What follows belongs to an exercise in optimizing a design on an open flow for a short achievable clock period and few clock cycles; a production flow would make more cautious choices.
Only simulation tests tie the RTL to the original design; equivalence was not proved.
Power figures rest on the tool's default switching activity, not on a simulated workload.

===== flow/design.v =====
package cpu_pkg;
    typedef enum logic [6:0] {
        OP_LOAD  = 7'b0000011,
        OP_I_ALU = 7'b0010011,
        OP_STORE = 7'b0100011,
        OP_R_ALU = 7'b0110011
    } opcode_e;
    typedef enum logic [3:0] {
        ALU_ADD  = 4'd0,
        ALU_SUB  = 4'd1,
        ALU_AND  = 4'd2,
        ALU_OR   = 4'd3,
        ALU_XOR  = 4'd4,
        ALU_SLL  = 4'd5,
        ALU_SRL  = 4'd6,
        ALU_SRA  = 4'd7,
        ALU_SLT  = 4'd8,
        ALU_SLTU = 4'd9
    } alu_op_e;
    typedef enum logic [1:0] {
        FWD_NONE = 2'd0,
        FWD_MEM  = 2'd1,
        FWD_WB   = 2'd2
    } fwd_sel_e;
    typedef struct packed {
        logic    reg_write;
        logic    mem_read;
        logic    mem_write;
        logic    alu_src;
        alu_op_e alu_op;
    } ctrl_t;
    typedef struct packed {
        ctrl_t                  ctrl;
        logic [5-1:0] rs1;
        logic [5-1:0] rs2;
        logic [5-1:0] rd;
        logic [32-1:0]   rs1_data;
        logic [32-1:0]   rs2_data;
        logic [32-1:0]   imm;
    } id_ex_t;
    typedef struct packed {
        logic                   reg_write;
        logic                   mem_read;
        logic                   mem_write;
        logic [5-1:0] rs2;
        logic [5-1:0] rd;
        logic [32-1:0]   alu_result;
        logic [32-1:0]   rs2_data;
    } ex_mem_t;
    typedef struct packed {
        logic                   reg_write;
        logic                   mem_read;
        logic [5-1:0] rd;
        logic [32-1:0]   alu_result;
    } mem_wb_t;
endpackage
`timescale 1ns/10ps
module decode_stage (
    input  logic [32-1:0] instr,
    output cpu_pkg::ctrl_t       ctrl,
    output logic [32-1:0] imm
);
    cpu_pkg::opcode_e opcode;
    cpu_pkg::alu_op_e alu_sel;
    logic [2:0]       funct3;
    logic             alt;
    logic             is_reg;
    assign opcode = cpu_pkg::opcode_e'(instr[6:0]);
    assign funct3 = instr[14:12];
    assign alt    = instr[30];
    assign is_reg = (opcode == cpu_pkg::OP_R_ALU);
    assign imm = (opcode == cpu_pkg::OP_STORE)
        ? {{(32-12){instr[31]}}, instr[31:25], instr[11:7]}
        : {{(32-12){instr[31]}}, instr[31:20]};
    always_comb begin
        case (funct3)
            3'b000: begin
                alu_sel = (is_reg && alt) ? cpu_pkg::ALU_SUB : cpu_pkg::ALU_ADD;
            end
            3'b001: begin
                alu_sel = cpu_pkg::ALU_SLL;
            end
            3'b010: begin
                alu_sel = cpu_pkg::ALU_SLT;
            end
            3'b011: begin
                alu_sel = cpu_pkg::ALU_SLTU;
            end
            3'b100: begin
                alu_sel = cpu_pkg::ALU_XOR;
            end
            3'b101: begin
                alu_sel = alt ? cpu_pkg::ALU_SRA : cpu_pkg::ALU_SRL;
            end
            3'b110: begin
                alu_sel = cpu_pkg::ALU_OR;
            end
            default: begin
                alu_sel = cpu_pkg::ALU_AND;
            end
        endcase
    end
    always_comb begin
        ctrl = '0;
        case (opcode)
            cpu_pkg::OP_R_ALU: begin
                ctrl.reg_write = 1'b1;
                ctrl.alu_op    = alu_sel;
            end
            cpu_pkg::OP_I_ALU: begin
                ctrl.reg_write = 1'b1;
                ctrl.alu_src   = 1'b1;
                ctrl.alu_op    = alu_sel;
            end
            cpu_pkg::OP_LOAD: begin
                ctrl.reg_write = 1'b1;
                ctrl.mem_read  = 1'b1;
                ctrl.alu_src   = 1'b1;
                ctrl.alu_op    = cpu_pkg::ALU_ADD;
            end
            cpu_pkg::OP_STORE: begin
                ctrl.mem_write = 1'b1;
                ctrl.alu_src   = 1'b1;
                ctrl.alu_op    = cpu_pkg::ALU_ADD;
            end
            default: begin
                ctrl = '0;
            end
        endcase
    end
endmodule
`timescale 1ns/10ps
module reg_file (
    input  logic                      clk,
    input  logic                      rst_n,
    input  logic [32-1:0]  rs1_oh,
    input  logic [32-1:0]  rs2_oh,
    input  logic [5-1:0]    rd,
    input  logic                      we,
    input  logic [32-1:0]      wdata,
    output logic [32-1:0]      rs1_data,
    output logic [32-1:0]      rs2_data
);
    logic [32-1:0] regs [1:32-1];
    always_ff @(posedge clk) begin
        if (!rst_n) begin
            for (int i = 1; i < 32; i++) begin
                regs[i] <= '0;
            end
        end else if (we) begin
            for (int i = 1; i < 32; i++) begin
                if (rd == 5'(i)) regs[i] <= wdata;
            end
        end
    end
    always_comb begin
        rs1_data = '0;
        rs2_data = '0;
        for (int i = 1; i < 32; i++) begin
            rs1_data = rs1_data | ({32{rs1_oh[i]}} & regs[i]);
            rs2_data = rs2_data | ({32{rs2_oh[i]}} & regs[i]);
        end
    end
endmodule
`timescale 1ns/10ps
module alu (
    input  logic                 arith,
    input  logic [32-1:0] a,
    input  logic [32-1:0] b,
    output logic [32-1:0] add_v,
    output logic [32-1:0] sub_v,
    output logic [32-1:0] and_v,
    output logic [32-1:0] or_v,
    output logic [32-1:0] xor_v,
    output logic [32-1:0] sll,
    output logic [32-1:0] sr,
    input  logic                 sel_slt,
    input  logic                 sel_sltu,
    output logic                 lt
);
    logic [4:0] shamt;
    assign shamt = b[4:0];
    assign add_v = a + b;
    assign sub_v = a - b;
    assign and_v = a & b;
    assign or_v  = a | b;
    assign xor_v = a ^ b;
    assign sll   = a << shamt;
    assign lt    = (sel_slt | sel_sltu) & ((a[31] ^ b[31]) ? (sel_slt ? a[31] : b[31]) : sub_v[31]);
    assign sr    = 32'($signed({arith & a[31], a}) >>> shamt);
endmodule
`timescale 1ns/10ps
module hazard_unit (
    input  logic                   clk,
    input  logic                   rst_n,
    input  logic [5-1:0] id_rs1,
    input  logic [5-1:0] id_rs2,
    input  cpu_pkg::ctrl_t         id_ctrl,
    input  cpu_pkg::id_ex_t        ex,
    input  cpu_pkg::ex_mem_t       mem,
    input  cpu_pkg::mem_wb_t       wb,
    input  logic [32-1:0]   wb_data,
    output cpu_pkg::fwd_sel_e      fwd_a,
    output cpu_pkg::fwd_sel_e      fwd_b,
    output logic                   mem_store_fwd,
    output logic                   stall
);
    logic id_uses_rs1;
    logic id_uses_rs2;
    logic load_in_ex;
    function automatic cpu_pkg::fwd_sel_e src_sel(input logic [5-1:0] src);
        if (src != '0 && mem.reg_write && !mem.mem_read && mem.rd == src) begin
            src_sel = cpu_pkg::FWD_MEM;
        end else if (src != '0 && wb.reg_write && wb.rd == src) begin
            src_sel = cpu_pkg::FWD_WB;
        end else begin
            src_sel = cpu_pkg::FWD_NONE;
        end
    endfunction
    assign fwd_a = src_sel(ex.rs1);
    assign fwd_b = src_sel(ex.rs2);
    assign mem_store_fwd = mem.mem_write && wb.reg_write && wb.mem_read
                           && wb.rd != '0 && wb.rd == mem.rs2;
    assign id_uses_rs1 = id_ctrl.reg_write || id_ctrl.mem_write;
    assign id_uses_rs2 = id_uses_rs1 && !id_ctrl.alu_src;
    assign load_in_ex  = ex.ctrl.mem_read && ex.rd != '0;
    assign stall = load_in_ex && ((id_uses_rs1 && ex.rd == id_rs1)
                                  || (id_uses_rs2 && ex.rd == id_rs2));
endmodule
`timescale 1ns/10ps
module cpu_top (
    input  logic                   clk,
    input  logic                   rst_n,
    input  logic [32-1:0]   doa,
    input  logic [32-1:0]   dob,
    output logic [16-1:0] addra,
    output logic [16-1:0] addrb,
    output logic [4-1:0]   web,
    output logic [32-1:0]   dib
);
    localparam int XL = 32;
    localparam int AW = 5;
    localparam int NR = 32;
    logic [XL-1:0] f2;
    logic          dv;                   
    logic [NR-1:0] oh1, oh2;             
    logic          c_r, c_i, c_l, c_s;   
    logic          rs1z;                 
    logic          e1, m1, w1, e2, m2, w2;   
    logic          ex_wr, ex_alu, ex_ldn, ex_lde, ex_memn, ex_stn;
    logic [AW-1:0] ex_rd;
    logic [XL-1:0] ex_a, ex_b, ex_s;
    logic          ex_sel_s_dob;
    logic          ex_add, ex_sub, ex_and, ex_or, ex_xor, ex_sll, ex_sr, ex_arith,
                   ex_slt, ex_sltu;
    logic          m_wr, m_lde, m_ldn;
    logic [AW-1:0] m_rd;
    logic [XL-1:0] r_q;      
    logic          w_wr, w_ldn;
    logic [AW-1:0] w_rd;
    logic [XL-1:0] m2w;      
    logic          stall, go;
    logic [16-1:2] pc, pc1;
    logic                   fv;       
    logic                   use_h;    
    logic [XL-1:0]          h;
    logic [XL-1:0]          nf;       
    logic [AW-1:0]          nf_rs1, nf_rs2;
    assign addra  = {pc, 2'b00};
    assign nf     = use_h ? h : doa;
    assign nf_rs1 = nf[19:15];
    assign nf_rs2 = nf[24:20];
    always_ff @(posedge clk) begin
        if (!rst_n) begin
            pc    <= '0;
            pc1   <= 16'(1);
            fv    <= 1'b0;
            dv    <= 1'b0;
            use_h <= 1'b0;
        end else begin
            fv <= 1'b1;
            if (stall) begin
                use_h <= 1'b1;
            end else begin
                use_h <= 1'b0;
                pc    <= pc1;
                pc1   <= pc1 + 1'b1;
                dv    <= fv || use_h;
            end
        end
    end
    always_ff @(posedge clk) begin
        if (stall) begin
            if (!use_h) h <= doa;
        end else begin
            f2   <= nf;
            c_r  <= nf[6:0] == 7'b0110011;
            c_i  <= nf[6:0] == 7'b0010011;
            c_l  <= nf[6:0] == 7'b0000011;
            c_s  <= nf[6:0] == 7'b0100011;
            rs1z <= nf_rs1 == '0;
            for (int i = 0; i < NR; i++) begin
                oh1[i] <= i != 0 && nf_rs1 == AW'(i);
                oh2[i] <= i != 0 && nf_rs2 == AW'(i);
            end
        end
    end
    logic          is_r, is_i, is_l, is_s;
    logic [AW-1:0] rd;
    logic [2:0]    f3;
    logic          wr;
    logic [XL-1:0] imm_i, imm_s;
    assign is_r  = dv && c_r;
    assign is_i  = dv && c_i;
    assign is_l  = dv && c_l;
    assign is_s  = dv && c_s;
    assign rd    = f2[11:7];
    assign f3    = f2[14:12];
    assign wr    = (is_r || is_i || is_l) && rd != '0;
    assign imm_i = {{(XL-12){f2[31]}}, f2[31:20]};
    assign imm_s = {{(XL-12){f2[31]}}, f2[31:25], f2[11:7]};
    always_ff @(posedge clk) begin
        if (!rst_n) begin
            e1 <= 1'b0;
            m1 <= 1'b0;
            w1 <= 1'b0;
            e2 <= 1'b0;
            m2 <= 1'b0;
            w2 <= 1'b0;
        end else if (stall) begin
            e1 <= 1'b0;
            m1 <= e1;
            w1 <= m1;
            e2 <= 1'b0;
            m2 <= e2;
            w2 <= m2;
        end else begin
            e1 <= wr && nf_rs1 == rd;
            m1 <= ex_wr && nf_rs1 == ex_rd;
            w1 <= m_wr && nf_rs1 == m_rd;
            e2 <= wr && nf_rs2 == rd;
            m2 <= ex_wr && nf_rs2 == ex_rd;
            w2 <= m_wr && nf_rs2 == m_rd;
        end
    end
    logic [XL-1:0] v_m, v_w;
    logic [XL-1:0] rf1, rf2, fv1, fv2;
    assign v_m     = m_lde ? dob : r_q;
    assign v_w     = w_ldn ? dob : m2w;
    reg_file i_reg_file (
        .clk      (clk),
        .rst_n    (rst_n),
        .rs1_oh   (oh1),
        .rs2_oh   (oh2),
        .rd       (w_rd),
        .we       (w_wr),
        .wdata    (v_w),
        .rs1_data (rf1),
        .rs2_data (rf2)
    );
    assign fv1 = m1 ? v_m : (w1 ? v_w : rf1);
    assign fv2 = m2 ? v_m : (w2 ? v_w : rf2);
    logic ex_fast;    
    logic haz1, haz2;
    logic early_l, early_s, early, no_conf, st_rdy_d;
    assign ex_fast = ex_alu;
    assign haz1 = e1 ? !ex_fast : (m1 && m_ldn);
    assign haz2 = e2 ? !ex_fast : (m2 && m_ldn);
    assign no_conf  = !ex_memn;
    assign st_rdy_d = !e2 && !(m2 && m_ldn);
    assign early_l  = is_l && rs1z && no_conf;
    assign early_s  = is_s && rs1z && no_conf && st_rdy_d;
    assign early    = early_l || early_s;
    assign stall = ((is_r || is_i || is_l || is_s) && haz1)
                || (is_r && haz2)
                || (is_s && !early_s && e2 && ex_ldn);
    assign go    = dv && !stall;
    always_ff @(posedge clk) begin
        if (!rst_n) begin
            ex_wr   <= 1'b0;
            ex_alu  <= 1'b0;
            ex_ldn  <= 1'b0;
            ex_lde  <= 1'b0;
            ex_memn <= 1'b0;
            ex_stn  <= 1'b0;
        end else begin
            ex_wr   <= go && wr;
            ex_alu  <= go && (is_r || is_i);
            ex_ldn  <= go && is_l && !early_l;
            ex_lde  <= go && early_l;
            ex_memn <= go && (is_l || is_s) && !early;
            ex_stn  <= go && is_s && !early_s;
        end
    end
    always_ff @(posedge clk) begin
        ex_rd        <= rd;
        ex_sel_s_dob <= e2 ? ex_lde : (m2 && m_ldn);
        ex_add       <= f3 == 3'b000 && !(c_r && f2[30]);
        ex_sub       <= f3 == 3'b000 && c_r && f2[30];
        ex_sltu      <= f3 == 3'b011;
        ex_slt       <= f3 == 3'b010;
        ex_sll       <= f3 == 3'b001;
        ex_xor       <= f3 == 3'b100;
        ex_sr        <= f3 == 3'b101;
        ex_or        <= f3 == 3'b110;
        ex_and       <= f3 == 3'b111;
        ex_arith     <= f2[30];
    end
    logic [XL-1:0]          s_add, s_sub, s_and, s_or, s_xor, s_sll, s_sr;
    logic [XL-1:0]          res, sdata;
    logic                   s_lt;
    logic [16-1:0] addr_sum;
    alu i_alu (
        .arith (ex_arith),
        .a     (ex_a),
        .b     (ex_b),
        .add_v (s_add),
        .sub_v (s_sub),
        .and_v (s_and),
        .or_v  (s_or),
        .xor_v (s_xor),
        .sll   (s_sll),
        .sr    (s_sr),
        .sel_slt  (ex_slt),
        .sel_sltu (ex_sltu),
        .lt       (s_lt)
    );
    function automatic logic [XL-1:0] pick(input logic take, input logic [XL-1:0] other);
        pick = ({XL{take & ex_add}} & s_add)
             | ({XL{take & ex_sub}} & s_sub)
             | ({XL{take & ex_and}} & s_and)
             | ({XL{take & ex_or}}  & s_or)
             | ({XL{take & ex_xor}} & s_xor)
             | ({XL{take & ex_sll}} & s_sll)
             | ({XL{take & ex_sr}}  & s_sr)
             | {{(XL-1){1'b0}}, take & s_lt}
             | ({XL{!take}} & other);
    endfunction
    assign res = pick(1'b1, '0);
    logic lb_a, lb_b, lb_s;
    assign lb_a = e1 && ex_fast;
    assign lb_b = is_r && e2 && ex_fast;
    assign lb_s = e2 && ex_fast;
    always_ff @(posedge clk) begin
        r_q  <= res;
        ex_a <= pick(lb_a, fv1);
        ex_b <= pick(lb_b, is_r ? fv2 : (is_s ? imm_s : imm_i));
        ex_s <= pick(lb_s, fv2);
    end
    assign addr_sum = ex_a[16-1:0] + ex_b[16-1:0];
    assign sdata    = ex_sel_s_dob ? dob : ex_s;
    logic                   web_q;
    logic [16-1:0] addrb_q;
    logic [XL-1:0]          dib_q;
    always_ff @(posedge clk) begin
        if (!rst_n) begin
            web_q <= 1'b0;
        end else if (ex_memn) begin
            web_q <= ex_stn;
        end else begin
            web_q <= go && early_s;
        end
    end
    always_ff @(posedge clk) begin
        if (ex_memn) begin
            addrb_q <= addr_sum;
            dib_q   <= sdata;
        end else if (go && early) begin
            addrb_q <= is_s ? imm_s[16-1:0] : imm_i[16-1:0];
            dib_q   <= fv2;
        end
    end
    assign addrb = addrb_q;
    assign web   = {4{web_q}};
    assign dib   = dib_q;
    always_ff @(posedge clk) begin
        if (!rst_n) begin
            m_wr  <= 1'b0;
            m_lde <= 1'b0;
            m_ldn <= 1'b0;
            w_wr  <= 1'b0;
            w_ldn <= 1'b0;
        end else begin
            m_wr  <= ex_wr;
            m_lde <= ex_lde;
            m_ldn <= ex_ldn;
            w_wr  <= m_wr;
            w_ldn <= m_ldn;
        end
    end
    always_ff @(posedge clk) begin
        m_rd  <= ex_rd;
        w_rd  <= m_rd;
        m2w   <= v_m;
    end
endmodule

===== flow/run.sh =====
#!/bin/bash
# synth_recipe.tcl (not shown) runs the flow's synth.tcl, then flattens the netlist and writes it again
# the make line also repeats each setting of config.mk as NAME=value (left out here)
make -C /OpenROAD-flow-scripts/flow DESIGN_CONFIG=/design/flow/config.mk WORK_HOME=/design/flow/orfs CLKGATE_MAP_FILE= SYNTH_SCRIPT=/design/flow/synth_recipe.tcl finish

===== flow/config.mk =====
export PLATFORM = sky130hd
export DESIGN_NAME = cpu_top
export DESIGN_NICKNAME = cpu_top
export VERILOG_FILES = /design/flow/design.v
export SDC_FILE = /design/flow/constraint.sdc
export NUM_CORES = 4
export LEC_CHECK = 0
export CAP_MARGIN = 20
export CORE_MARGIN = 2
export CORE_UTILIZATION = 30
export SETUP_SLACK_MARGIN = 5
export SLEW_MARGIN = 20

===== flow/constraint.sdc =====
create_clock -name core_clock -period 8.5 [get_ports {clk}]
set_input_delay 1.7000 -clock core_clock [delete_from_list [all_inputs] [get_ports {clk}]]
set_output_delay 1.7000 -clock core_clock [all_outputs]
set_load 0.01 [all_outputs]

==> results.yml, run 1 <==
status:
  status: "finished clean"
clocking:
  root_buffer: "clkbuf_16"
  cts_tree: "built"
  cts.path.max_buffers: 3
  clkSlewWorstSetupHoldPaths_ns: 0.07
  clock_sinks: 1394
  clock_latency_ns: 0.85
  hold_buffers: 0
  cts_buffers: 149
  htreeDepth: 4
worst_setup_path:
  slowest_delay_ns: 0.79
  path_class: "reg -> reg"
  worstPathArrival_ns: 4.20
  endpoint_kind: "flip-flop"
  r2r_slack_ns: 4.87
  cp-start-kind: "flip-flop"
  crit_required_ns: 9.07
  crit_slowest_cell: "edfxtp_1"
  crit_fanout: 24
  cp_cell_sequence: "buf_4 > a22o_1 > a221oi_1 > nand3_1 > nor3_1 > a211oi_1 > a21oi_1 > mux2i_1"
finish:
  area_delta_synth_final_pct: 15.7
  fin_nets: 7374
  drive_gt1_frac: 0.119
  stdcell_count: 10500
  utilization: 0.349
  n_fill_cell: 23300
floorplanning:
  ios: 134
  start_util: 0.302
  fp.dieH_um: 488
  die_width_um: 488
  placementRows: 177
  die-area_mm2: 0.238
  coreArea_mm2: 0.233
global_route:
  grt_pass1_vias: 64000
  grt_max_degree: 222
  track_usage: 0.285
  overflow: 0
  antenna_found_initial: 23
  grt_pass1_wl_mm: 491
sta:
  rsz0062_at_grt: "yes"
  tightest_slew_ns: 1.30
  finClkSkew_ns: 0.0530
  final_max_slew_viol_count: 0
  setup_ws_ns: 4.87
  period_minus_slack_ns: 3.63
  hold_viol_final: 0
  fmax_mhz: 275
  finalSetupViolCount: 0
  maxSlewHeadroom: 0.126
  fin_crit_sh: 0.427
  tns_ns: 0
placement:
  place_hpwl_mm: 214
  post-place-ws_ns: 3.88
  place_inst: 10100
  gp_congestion: 1.02
  io_buffers: 131
logic_synthesis:
  yosys_warnings: 3
  synth_area_leader_cell: "dfxtp_1"
  synth_cell_types: 94
  seq_area_frac_synth: 0.421
  syn_inst: 7431
  synth_common_cells: "dfxtp_1, nand2_1, o211a_1"
  avgSynthCellArea_um2: 9.45
  synth_most_common_cell: "dfxtp_1"
  synthDominantCellAreaShare: 0.350
  synth_area_mm2: 0.0702
  synth_ff_type: "dfxtp_1"
  synth_enable_flop_cells: 167
  synth-seq-cells: 1394
  synth.area.top_cells: "dfxtp_1, o211a_1, edfxtp_1"
  async_reset_ff_frac: 0
pwr:
  p_total_mw: 14.5
  p_leak_nw: 40.2
  peakVddDrop_uv: 159
  powerDensity_mw_per_mm2: 178
route:
  dr.pass1.iters: 10
  drc: 0
  via_per_inst: 6.66
  ant_nets: 0
  wl_per_cell_um: 34.0
  vias: 69700
  drt_iter0_drc: 12000
  wirelength_mm: 356
hold_path:
  hp-class: "reg -> reg"
run:
  maxCapViolations: 0
==> final timing paths <==
check	startpoint	to	depth (start not counted)
worst min register to register	m_rd[4]$_DFF_P_	w_rd[4]$_DFF_P_	0
worst min-delay path	m_rd[4]$_DFF_P_	w_rd[4]$_DFF_P_	0
worst max register to register	oh2[2]$_DFFE_PN_	dib_q[25]$_DFFE_PP_	8
worst max-delay path	oh2[2]$_DFFE_PN_	dib_q[25]$_DFFE_PP_	8
==> area by class of cell <==
class	count	area, µm²	area share
clock buffers	226	4490	0.0552
flip-flops and latches	1394	29700	0.365
multi-input cells	5114	38400	0.473
repair buffers	390	3660	0.0450
clock inverters	44	498	0.00613
well taps	3132	3920	0.0482
inverters	160	618	0.00760
diodes	15	37.5	0.000462
==> through the flow <==
step	instance area, µm²	hold WS, ns
floorplan	70300	0.374
global placement	74600	0.379
detailed placement	74600	0.388
CTS	80300	0.387
global route	81300	0.392
finish	81300	0.384
==> metal layers <==
metal,share of wire,GRT usage
met1,0.36,0.344
met2,0.41,0.415
met3,0.14,0.104
met4,0.092,0.207
met5,0.00072,0.00184
==> power breakdown <==
part | switching (mW) | internal (mW) | leakage, nW | total [mW]
combinational | 0.725 | 0.264 | 26.0 | 0.989
sequential | 0.0565 | 6.70 | 11.7 | 6.76
clock | 2.95 | 3.80 | 2.44 | 6.75
==> placed cells by master, fill, tap and decap left out, types with 32 or more instances in the layout <==
cell type,n
a211oi_1,106
a21o_1,35
a21oi_1,247
a221oi_1,326
a22o_1,321
a22oi_1,330
buf_4,226
clkbuf_1,37
clkbuf_16,162
clkbuf_8,34
clkdlybuf4s50_1,98
dfxtp_1,1191
edfxtp_1,167
ha_1,75
inv_1,150
mux2_2,87
mux2i_1,145
mux4_2,48
nand2_1,1159
nand3_1,122
nand4_1,142
nor2_1,227
nor2_4,32
nor2b_1,38
nor3_1,63
o211a_1,994
o21ai_0,76
xnor2_1,64
==> flip-flops by register name, summed over array words and instances (netlist names), 5 cells and up <==
signal and cells:
h 32, oh2 31, oh1 31, m2w 32, m_rd 5, ex_s 32, pc 14, ex_rd 5
w_rd 5, ex_a 32, dib_q 32, r_q 32, f2 20, i_reg_file.regs 992, pc1 14, ex_b 32
addrb_q 16
==> critical path, delay by kind of cell, from the launching register on <==
kind | cells | cell delay [ns]
buf+inv | 1 | 0.55
compound gates | 4 | 1.10
flops | 1 | 0.79
simple gates | 2 | 0.78
mux | 1 | 0.12
==> what timing repair did <==
action | in CTS | in global routing
cloned | 0 | 6
pin swaps | 21 | 28
setup buffers | 24 | 18
resized for setup | 146 | 103
endpoints found under the setup margin | 169 | 276
==> logic make-up (layout without fill, tap and decap cells) <==
logic type	after synthesis	in the layout	synth area share
XOR/XNOR	71	71	0.00885
other	1	17	0.0000534
buffers and inverters	924	820	0.0511
adder cells (fa/ha/maj)	99	99	0.0178
AO/OA/AOI/OAI	2702	2702	0.328
AND/OR/NAND/NOR	1925	1925	0.118
multiplexers	315	315	0.0555
flip-flops	1394	1394	0.421
Testbench counts, summed over its fixed seeds: cycles 17,015.
==> run 2, diff against run 1 <==
--- a/flow/design.v
+++ b/flow/design.v
@@ -163,8 +163,40 @@
     end
 endmodule
 `timescale 1ns/10ps
+module ling_add #(
+    parameter int W = 32,
+    parameter int L = 5      
+) (
+    input  logic [W-1:0] a,
+    input  logic [W-1:0] b,
+    input  logic         cin,
+    output logic [W-1:0] s
+);
+    logic [W-1:0] g, t, p;
+    logic [W-1:0] h [0:L];
+    logic [W-1:0] q [0:L];
+    assign g = a & b;
+    assign t = a | b;
+    assign p = a ^ b;
+    assign h[0] = {g[W-1:1], g[0] | cin};
+    assign q[0] = {t[W-2:0], 1'b0};
+    for (genvar l = 0; l < L; l++) begin : lvl
+        for (genvar i = 0; i < W; i++) begin : bit_
+            if (i >= (1 << l)) begin : comb
+                assign h[l+1][i] = h[l][i] | (q[l][i] & h[l][i-(1<<l)]);
+                assign q[l+1][i] = q[l][i] & q[l][i-(1<<l)];
+            end else begin : pass
+                assign h[l+1][i] = h[l][i];
+                assign q[l+1][i] = q[l][i];
+            end
+        end
+    end
+    assign s = p ^ {t[W-2:0] & h[L][W-2:0], cin};
+endmodule
 module alu (
     input  logic                 arith,
+    input  logic [4:0]           shl_amt,
+    input  logic [4:0]           shr_amt,
     input  logic [32-1:0] a,
     input  logic [32-1:0] b,
     output logic [32-1:0] add_v,
@@ -178,16 +210,14 @@
     input  logic                 sel_sltu,
     output logic                 lt
 );
-    logic [4:0] shamt;
-    assign shamt = b[4:0];
-    assign add_v = a + b;
-    assign sub_v = a - b;
+    ling_add #(.W(32), .L(5)) i_add (.a(a), .b(b),  .cin(1'b0), .s(add_v));
+    ling_add #(.W(32), .L(5)) i_sub (.a(a), .b(~b), .cin(1'b1), .s(sub_v));
     assign and_v = a & b;
     assign or_v  = a | b;
     assign xor_v = a ^ b;
-    assign sll   = a << shamt;
     assign lt    = (sel_slt | sel_sltu) & ((a[31] ^ b[31]) ? (sel_slt ? a[31] : b[31]) : sub_v[31]);
-    assign sr    = 32'($signed({arith & a[31], a}) >>> shamt);
+    assign sll   = a << shl_amt;
+    assign sr    = 32'($signed({arith & a[31], a}) >>> shr_amt);
 endmodule
 `timescale 1ns/10ps
 module hazard_unit (
@@ -299,10 +329,12 @@
             c_l  <= nf[6:0] == 7'b0000011;
             c_s  <= nf[6:0] == 7'b0100011;
             rs1z <= nf_rs1 == '0;
-            for (int i = 0; i < NR; i++) begin
-                oh1[i] <= i != 0 && nf_rs1 == AW'(i);
-                oh2[i] <= i != 0 && nf_rs2 == AW'(i);
-            end
+        end
+    end
+    always_ff @(posedge clk) begin
+        for (int i = 0; i < NR; i++) begin
+            oh1[i] <= i != 0 && (stall ? f2[19:15] : nf_rs1) == AW'(i);
+            oh2[i] <= i != 0 && (stall ? f2[24:20] : nf_rs2) == AW'(i);
         end
     end
     logic          is_r, is_i, is_l, is_s;
@@ -362,14 +394,15 @@
     assign fv2 = m2 ? v_m : (w2 ? v_w : rf2);
     logic ex_fast;    
     logic haz1, haz2;
-    logic early_l, early_s, early, no_conf, st_rdy_d;
+    logic early_l, early_s, early, no_conf, st_rdy_d, rs1_rdy_d;
     assign ex_fast = ex_alu;
     assign haz1 = e1 ? !ex_fast : (m1 && m_ldn);
     assign haz2 = e2 ? !ex_fast : (m2 && m_ldn);
     assign no_conf  = !ex_memn;
-    assign st_rdy_d = !e2 && !(m2 && m_ldn);
-    assign early_l  = is_l && rs1z && no_conf;
-    assign early_s  = is_s && rs1z && no_conf && st_rdy_d;
+    assign st_rdy_d  = !e2 && !(m2 && m_ldn);
+    assign rs1_rdy_d = rs1z;
+    assign early_l  = is_l && rs1_rdy_d && no_conf;
+    assign early_s  = is_s && rs1_rdy_d && no_conf && st_rdy_d;
     assign early    = early_l || early_s;
     assign stall = ((is_r || is_i || is_l || is_s) && haz1)
                 || (is_r && haz2)
@@ -412,6 +445,8 @@
     logic [16-1:0] addr_sum;
     alu i_alu (
         .arith (ex_arith),
+        .shl_amt (ex_shl),
+        .shr_amt (ex_shr),
         .a     (ex_a),
         .b     (ex_b),
         .add_v (s_add),
@@ -425,6 +460,18 @@
         .sel_sltu (ex_sltu),
         .lt       (s_lt)
     );
+    function automatic logic [XL-1:0] pick2(input logic take, input logic keep,
+                                            input logic [XL-1:0] other);
+        pick2 = ({XL{take & ex_add}} & s_add)
+              | ({XL{take & ex_sub}} & s_sub)
+              | ({XL{take & ex_and}} & s_and)
+              | ({XL{take & ex_or}}  & s_or)
+              | ({XL{take & ex_xor}} & s_xor)
+              | ({XL{take & ex_sll}} & s_sll)
+              | ({XL{take & ex_sr}}  & s_sr)
+              | {{(XL-1){1'b0}}, take & s_lt}
+              | ({XL{keep}} & other);
+    endfunction
     function automatic logic [XL-1:0] pick(input logic take, input logic [XL-1:0] other);
         pick = ({XL{take & ex_add}} & s_add)
              | ({XL{take & ex_sub}} & s_sub)
@@ -438,6 +485,13 @@
     endfunction
     assign res = pick(1'b1, '0);
     logic lb_a, lb_b, lb_s;
+    logic d_sll, d_sr;
+    logic [4:0] ex_shl, ex_shr;
+    assign d_sll = f3 == 3'b001;
+    assign d_sr  = f3 == 3'b101;
+    logic [XL-1:0] shl_nx, shr_nx;
+    assign shl_nx = pick2(lb_b && d_sll, !lb_b && d_sll, is_r ? fv2 : imm_i);
+    assign shr_nx = pick2(lb_b && d_sr,  !lb_b && d_sr,  is_r ? fv2 : imm_i);
     assign lb_a = e1 && ex_fast;
     assign lb_b = is_r && e2 && ex_fast;
     assign lb_s = e2 && ex_fast;
@@ -445,9 +499,18 @@
         r_q  <= res;
         ex_a <= pick(lb_a, fv1);
         ex_b <= pick(lb_b, is_r ? fv2 : (is_s ? imm_s : imm_i));
+        ex_shl <= shl_nx[4:0];
+        ex_shr <= shr_nx[4:0];
         ex_s <= pick(lb_s, fv2);
     end
-    assign addr_sum = ex_a[16-1:0] + ex_b[16-1:0];
+    ling_add #(.W(16), .L(4)) i_addr_add (
+        .a   (ex_a[16-1:0]),
+        .b   (ex_b[16-1:0]),
+        .cin (1'b0),
+        .s   (addr_sum)
+    );
+    logic [16-1:0] agu_sum;
+    assign agu_sum = is_s ? imm_s[16-1:0] : imm_i[16-1:0];
     assign sdata    = ex_sel_s_dob ? dob : ex_s;
     logic                   web_q;
     logic [16-1:0] addrb_q;
@@ -465,8 +528,8 @@
         if (ex_memn) begin
             addrb_q <= addr_sum;
             dib_q   <= sdata;
-        end else if (go && early) begin
-            addrb_q <= is_s ? imm_s[16-1:0] : imm_i[16-1:0];
+        end else begin
+            addrb_q <= agu_sum;
             dib_q   <= fv2;
         end
     end
==> flow/flow/run.sh (new file) <==
#!/bin/bash
set -euo pipefail
bash standard.sh SETUP_SLACK_MARGIN=5.6 finish > standard_make.log 2>&1
==> flow/standard.sh (new file) <==
#!/bin/bash
# synth_recipe.tcl (not shown) runs the flow's synth.tcl, then flattens the netlist and writes it again
# the make line also repeats each setting of config.mk as NAME=value (left out here)
make -C /OpenROAD-flow-scripts/flow DESIGN_CONFIG=/design/flow/config.mk WORK_HOME=/design/flow/orfs CLKGATE_MAP_FILE= SYNTH_SCRIPT=/design/flow/synth_recipe.tcl "${@:-finish}"
--- a/flow/config.mk
+++ b/flow/config.mk
@@ -7,6 +7,5 @@
 export LEC_CHECK = 0
 export CAP_MARGIN = 20
 export CORE_MARGIN = 2
-export CORE_UTILIZATION = 30
-export SETUP_SLACK_MARGIN = 5
+export CORE_UTILIZATION = 40
 export SLEW_MARGIN = 20
removed: flow/run.sh
==> run 2 against run 1 <==
Net effect: final area increased by 3.4%; total power is 0.49% higher; clock skew down 0.011 ns; first-iteration DRC count is 6.1% higher; highest routed layer unchanged.
==> results.yml, run 2 <==
status:
  status: "finished clean"
worst_setup_path:
  cp-start-kind: "flip-flop"
  path_class: "reg -> reg"
  cp_cell_sequence: "buf_4 > a22o_1 > a221oi_1 > nand3_1 > nor3_1 > a211oi_1 > a211oi_1 > a21oi_1"
  slowest_delay_ns: 0.98
  r2r_cells: 8
  crit_slowest_cell: "nor3_1"
  crit_top_cell: "a211oi_1"
  crit_start: "oh1[26]$_DFF_P_"
  crit_fanout: 20
  worstPathArrival_ns: 4.04
  endpoint_kind: "flip-flop"
  r2r_slack_ns: 5.15
  r2r_end: "ex_a[31]$_DFF_P_"
  crit_required_ns: 9.19
  rr_startpoint: "oh1[26]$_DFF_P_"
logic_synthesis:
  syn_inst: 7468
  synth-seq-cells: 1409
  yosys_warnings: 9
  synthDominantCellAreaShare: 0.385
  synth_ff_type: "dfxtp_1"
  synth_enable_flop_cells: 62
  synth_area_leader_cell: "dfxtp_1"
  synth_most_common_cell: "dfxtp_1"
  avgSynthCellArea_um2: 9.39
  synth.area.top_cells: "dfxtp_1, o211a_1, nand2_1"
  synth_common_cells: "dfxtp_1, nand2_1, o211a_1"
  seq_area_frac_synth: 0.411
  synth_cell_types: 90
  synth_area_mm2: 0.0701
  async_reset_ff_frac: 0
pwr:
  p_leak_nw: 41.5
  powerDensity_mw_per_mm2: 173
  peakVddDrop_uv: 237
  p_total_mw: 14.6
sta:
  period_minus_slack_ns: 3.35
  tns_ns: 0
  rsz0062_at_grt: "yes"
  final_max_slew_viol_count: 0
  finalSetupViolCount: 0
  hold_ws_ns: 0.396
  tightest_slew_ns: 1.32
  hold_viol_final: 0
  fmax_mhz: 299
  maxSlewHeadroom: 0.122
  finClkSkew_ns: 0.0416
  fin_crit_sh: 0.394
clocking:
  htreeDepth: 4
  clock_latency_ns: 0.86
  cts.path.max_buffers: 3
  root_buffer: "clkbuf_16"
  cts_tree: "built"
  cts_buffers: 151
  clock_sinks: 1409
  clkSlewWorstSetupHoldPaths_ns: 0.06
floorplanning:
  coreArea_mm2: 0.174
  start_util: 0.403
  ios: 134
  die-area_mm2: 0.179
  placementRows: 153
  fp.dieH_um: 423
  die_width_um: 423
global_route:
  grt_pass1_wl_mm: 511
  grt_max_degree: 233
  track_usage: 0.397
  antenna_found_initial: 29
  grt_pass1_vias: 65300
  overflow: 0
finish:
  largest_reg_flops: 992
  area_delta_synth_final_pct: 19.9
  fin_nets: 7658
  final_cell_mix: "dfxtp_1, nand2_1, o211a_1, a22oi_1"
  utilization: 0.483
  final_common_cell: "dfxtp_1"
  regMostFlops: "i_reg_file.regs"
  drive_gt1_frac: 0.193
placement:
  io_buffers: 131
  gp_congestion: 1.02
  place_hpwl_mm: 212
run:
  maxCapViolations: 0
route:
  wl_per_cell_um: 37.8
  vias: 72100
  wirelength_mm: 374
  via_per_inst: 7.29
  ant_nets: 0
  drc: 0
  drt_iter0_drc: 12800
  dr.pass1.iters: 11
hold_path:
  hp-class: "reg -> reg"
  worstHoldPathCells: 0
  holdCritStartpoint: "ex_rd[4]$_DFF_P_"
  hold_end: "m_rd[4]$_DFF_P_"
==> run 2: where the power goes <==
group,leakage [nW],total (mW),internal [mW],switching [mW]
Clock,2.42,6.80,3.80,3.00
Sequential,11.6,6.80,6.69,0.102
Combinational,27.5,0.976,0.286,0.689
==> run 2: worst max-delay path by stage <==
stage	to	slack, ns	depth (start not counted)
after floorplan	i_reg_file.regs[19][14]$_SDFFE_PN0P_	5.52	5
after global placement	ex_b[29]$_DFF_P_	3.93	8
after detailed placement	ex_b[29]$_DFF_P_	4.00	8
after CTS	ex_s[27]$_DFF_P_	5.23	12
after global routing	ex_b[25]$_DFF_P_	5.16	14
final	ex_a[31]$_DFF_P_	5.15	8
==> run 2: metrics by stage <==
step                      cell area (µm²)  worst slack, ns  std cells
after floorplan                     70300             5.52       7469
after global placement              73700             3.93       9363
after detailed placement            73800             4.00       9368
after CTS                           82300             5.23       9796
after global routing                84000             5.16       9865
final                               84100             5.15       9889
==> run 2: cell families (layout without fill, tap and decap cells) <==
family,Yosys count,count (layout),synth area share
simple gates,1939,1943,0.118
mux,338,350,0.0601
xor+xnor,71,71,0.00887
fa+ha+maj,168,168,0.0302
buf+inv,874,925,0.0478
compound gates,2668,2668,0.323
flops,1409,1409,0.411
other cells,1,30,0.0000535
==> run 2: layout make-up <==
class                   count  area, µm²
multi-input cells        5202      41200
repair inverters            1       7.51
well taps                2325       2910
repair buffers            528       5290
inverters                 131        532
flip-flops and latches   1409      29100
fillers                 16100      90000
diodes                     28       70.1
clock inverters            63        652
clock buffers             202       4260
==> run 2: layer usage <==
layer | track usage | wire length (µm) | vias up | share of wire
met1 | 0.487 | 133000 | 34900 | 0.35
met5 | 0 | 291 | - | 0.00078
li1 | - | - | 28300 | -
met2 | 0.557 | 149000 | 6640 | 0.40
met3 | 0.162 | 56400 | 2157 | 0.15
met4 | 0.290 | 35600 | 32 | 0.095
==> run 2: critical path: cells and delay by family, from the launching register on <==
kind	cells	cell delay, ns
AOI/OAI and AO/OA	5	1.05
buffers and inverters	1	0.45
DFF	1	0.53
and+or+nand+nor	2	1.14
==> run 2: what timing repair did <==
action	in CTS	in global routing
endpoints found under the setup margin	643	653
cloned	19	5
buffers inserted	144	59
resized for setup	860	240
hold buffers	0	0
pin swaps	97	68
Testbench counts of run 2, summed over its fixed seeds: cycles 17,015.

==> static timing again, ports no longer ideal <==
The results above use ideal ports. As a check the final layouts listed here were re-extracted and re-timed, cells and wires unchanged.
Step 1 sets driving cells, clkbuf_16 on the clock port and buf_2 on the other inputs (assumed; they add their load-dependent delay and slew).
Step 2 times the ports against the registers' clock, not the clock port: input delays grow and output delays shrink by t, the midpoint of the rising clock arrivals with the driver on.
Slacks: ideal / step 1 / step 2; pairs: ideal / step 1.
| run | shift t [ns] | slack for setup (ns) | worst setup path at the end | cell pins on the clock port's net |
|---|---|---|---|---|
| run 1 | 0.914 | 4.868 / 4.868 / 4.252 | input to register | 1 |
| run 2 | 0.926 | 5.151 / 5.151 / 4.421 | input to register | 1 |
After both steps setup and hold are still met in every run listed. The setup slack of run 2, which loses most, moves by 0.000 ns with the drivers and by -0.730 ns with both steps.
